What follows belongs to an exercise in optimizing a design on an open flow for small area, a short achievable clock period and few clock cycles; a production flow would make more cautious choices.
In this exercise RTL edits were held to simulation tests only and were not proved equivalent to the original.

Setup of job 3488:
Design bmp24_stream_writer, start of the top module:
module bmp24_stream_writer #(
  parameter int MAX_DIMENSION = bsw_pkg::MAX_DIMENSION_DEFAULT
) (
  input  wire logic                          clk,
  input  wire logic                          rst,
  input  wire logic                          cfg_write,
  input  wire logic [bsw_pkg::CFG_IDX_W-1:0] cfg_index,
  input  wire logic [bsw_pkg::CFG_W-1:0]     cfg_data,
  input  wire logic                          pixel_valid,
  output logic                               pixel_stall,
  input  wire logic [bsw_pkg::PIXEL_W-1:0]   pixel,
  output logic                               file_valid,
  input  wire logic                          file_stall,
  output logic [bsw_pkg::FILE_WORD_W-1:0]    file_word
);
  function automatic logic [14:0] clamp_dim(input logic [14:0] v);
    if (v[14] && (v[13:0] != '0)) clamp_dim = 15'h4000;
    else if (v == '0)             clamp_dim = 15'd1;
  ...
clock: 7.5 ns
lec_check: 0
cap_margin: 20
core_margin: 2
core_utilization: 40
cts_buf_list: sky130_fd_sc_hd__clkbuf_4 sky130_fd_sc_hd__clkbuf_8
cts_cluster_diameter: 100
cts_cluster_size: 40
setup_slack_margin: 4.5
slew_margin: 20
standard.sh (not shown) runs the stock make flow with config.mk's settings and CLKGATE_MAP_FILE= SYNTH_SCRIPT=/design/flow/synth_recipe.tcl, a recipe that flattens the netlist after the stock synthesis.
==> flow/flow/run.sh <==
#!/bin/bash
# The standard layout, with plain buffers (instead of the default delay
# buffers) on the ports. Each tool's output goes to a log in this folder.
set -euo pipefail
export BUFFER_PORTS_ARGS="-buffer_cell sky130_fd_sc_hd__buf_2"
bash standard.sh finish > make_finish.log 2>&1
Testbench counts of job 3488, summed over its fixed seeds: cycles 195,569.
Edits applied to the flow inputs when going from job 3488 to job 6412:
--- a/flow/design.v
+++ b/flow/design.v
@@ -21,34 +21,24 @@
   input  wire logic                          pixel_valid,
   output logic                               pixel_stall,
   input  wire logic [bsw_pkg::PIXEL_W-1:0]   pixel,
   output logic                               file_valid,
   input  wire logic                          file_stall,
   output logic [bsw_pkg::FILE_WORD_W-1:0]    file_word
 );
   function automatic logic [14:0] clamp_dim(input logic [14:0] v);
     if (v[14] && (v[13:0] != '0)) clamp_dim = 15'h4000;
     else if (v == '0)             clamp_dim = 15'd1;
     else                          clamp_dim = v;
   endfunction
-  function automatic logic inc_eq(input logic [14:0] x, input logic [14:0] k);
-    logic [15:0] d;
-    d = {1'b0, x ^ k};
-    inc_eq = d[0];
-    for (int i = 0; i < 15; i++) begin
-      if (d[i+1] && !d[i])         inc_eq = 1'b0;
-      if (d[i] && d[i+1] && !x[i]) inc_eq = 1'b0;
-      if (d[i] && !d[i+1] && x[i]) inc_eq = 1'b0;
-    end
-  endfunction
   function automatic logic [5:0] inc6(input logic [5:0] x);
     for (int i = 0; i < 6; i++) inc6[i] = x[i] ^ (&(x | ~((6'd1 << i) - 6'd1)));
   endfunction
   function automatic logic [8:0] to_ad(input logic [16:0] v);
     logic [7:0] a;
     logic [7:0] b;
     logic       ge;
     a   = v[15:8];
     b   = v[7:0];
     ge  = (a >= b);
     to_ad = {a | {8{v[16]}}, ge && (a != 8'd0) && !v[16]};
   endfunction
@@ -73,42 +63,55 @@
   logic [15:0] y;
   logic        mborrow;
   logic [3:0]  mcnt;
   logic        rbit;
   logic        rborrow;
   logic [15:0] msum;
   logic        mdone;
   logic        madd;
   logic [14:0] wsel;
   logic        mstart;
   logic        hdr;        
   logic [15:0] add_a;
+  logic [15:0] add_b;
   logic        w_one;
+  logic        h_one;
+  logic        c_initx;
+  logic        c_inity;
+  logic        c_col;
+  logic        c_row;
   logic        col_last;
   logic        row_last;
   logic        hv;         
   logic        accept;
   logic        pend;       
   logic        clq;        
   logic        size_out;   
   logic [5:0] pos;
   logic       heoi;        
   logic       emit;
   assign rborrow = (~y[0] & y[2]) | (~(y[0] ^ y[2]) & mborrow);
   assign rbit    = y[1] ^ y[3] ^ rborrow;
-  assign add_a   = (mdone && clq) ? y : {1'b0, x};
-  assign msum    = add_a + ({1'b0, h_q & {15{madd}}} | {15'd0, mdone});
+  always_comb begin
+    if (c_initx || (c_col && clq)) add_a = {1'b0, w_q};
+    else if (c_inity)              add_a = {1'b0, h_q};
+    else if (c_row)                add_a = y;
+    else                           add_a = {1'b0, x};
+  end
+  assign add_b   = mdone ? 16'hFFFF : {1'b0, h_q & {15{madd}}};
+  assign msum    = add_a + add_b;
   assign w_one    = (w_q == 15'd1);
-  assign col_last = hdr ? w_one : inc_eq(x, w_q);
-  assign row_last = hdr ? (h_q == 15'd1) : inc_eq(y[14:0], h_q);
+  assign h_one    = (h_q == 15'd1);
+  assign col_last = hdr ? w_one : (x == 15'd0);
+  assign row_last = hdr ? h_one : (y == 16'd0);
   assign accept   = pixel_valid && !hv;
   assign mstart   = cfg_write || (pend && heoi);
   assign wsel     = (cfg_write && !cfg_index) ? cfg_clamped : w_q;
   assign size_out = emit && (pos == 6'd5) && !heoi;
   always_ff @(posedge clk) begin
     if (rst) begin
       x       <= 15'd0;
       y       <= {14'd14, 2'b00};
       mborrow <= 1'b0;
       mcnt    <= 4'd0;
       mdone   <= 1'b1;
       madd    <= 1'b0;
@@ -117,30 +120,41 @@
       y       <= {1'b0, wsel};
       mborrow <= 1'b0;
       mcnt    <= 4'd14;
       mdone   <= 1'b0;
       madd    <= wsel[0] ^ wsel[2];
     end else if (!mdone) begin
       x       <= msum[15:1];
       y       <= {msum[0], y[15:1]};
       mborrow <= rborrow;
       mcnt    <= mcnt - 4'd1;
       mdone   <= (mcnt == 4'd1);
       madd    <= rbit && (mcnt != 4'd1);
-    end else if (size_out) begin
-      x       <= {14'd0, !w_one};
-      y       <= {15'd0, w_one};
-    end else if (pend && pos[5]) begin
-      x       <= clq ? 15'd0 : msum[14:0];
-      if (clq) y <= msum;
+    end else if (c_initx || c_col) begin
+      x       <= msum[14:0];
+    end else if (c_inity || c_row) begin
+      y       <= msum;
+    end
+  end
+  always_ff @(posedge clk) begin
+    if (rst) begin
+      c_initx <= 1'b0;
+      c_inity <= 1'b0;
+      c_col   <= 1'b0;
+      c_row   <= 1'b0;
+    end else begin
+      c_initx <= size_out;
+      c_inity <= c_initx;
+      c_col   <= c_inity || (pend && pos[5] && !heoi);
+      c_row   <= c_col && clq;
     end
   end
   always_ff @(posedge clk) begin
     if (rst) begin
       hdr  <= 1'b1;
       pend <= 1'b0;
     end else begin
       pend <= accept;
       if (accept) hdr <= col_last && row_last;
     end
     if (accept) clq <= col_last;
   end
- On job 6412: detailed-router iteration count before antenna repair is 2 lower than what job 3488 gave.
- Going from job 3488 to job 6412, via count of the first global-routing pass shrank by a few percent.
- Job 3488 → job 6412: register cell area after layout moved up; utilization after layout higher; sequential cell count has increased.
Testbench counts of job 6412, summed over its fixed seeds: cycles 195,569.

port drivers added, routing unchanged:
No port has a modelled driver above. Below, the same layouts with a new extraction and two added sets of constraints. Step 1, drivers: a clkbuf_16 drives clk and a buf_2 each remaining input, both assumed. Step 2 times the ports against the registers' clock, not the clock port: input delays grow and output delays shrink by t, the midpoint of the rising clock arrivals with the driver on. a / b / c = ideal ports / drivers / drivers and shift; a / b = the first two.
run	t (ns)	slack for setup (ns)	worst setup path after step 2	worst slew at a driven data input, ns
job 3488	0.485	4.465 / 4.465 / 4.061	input to register	0.05
job 6412	0.504	4.410 / 4.412 / 3.908	input to register	0.04
After both steps every run listed still meets setup and hold. The setup slack of job 6412, which loses most, moves by +0.002 ns with the drivers and by -0.502 ns with both steps.
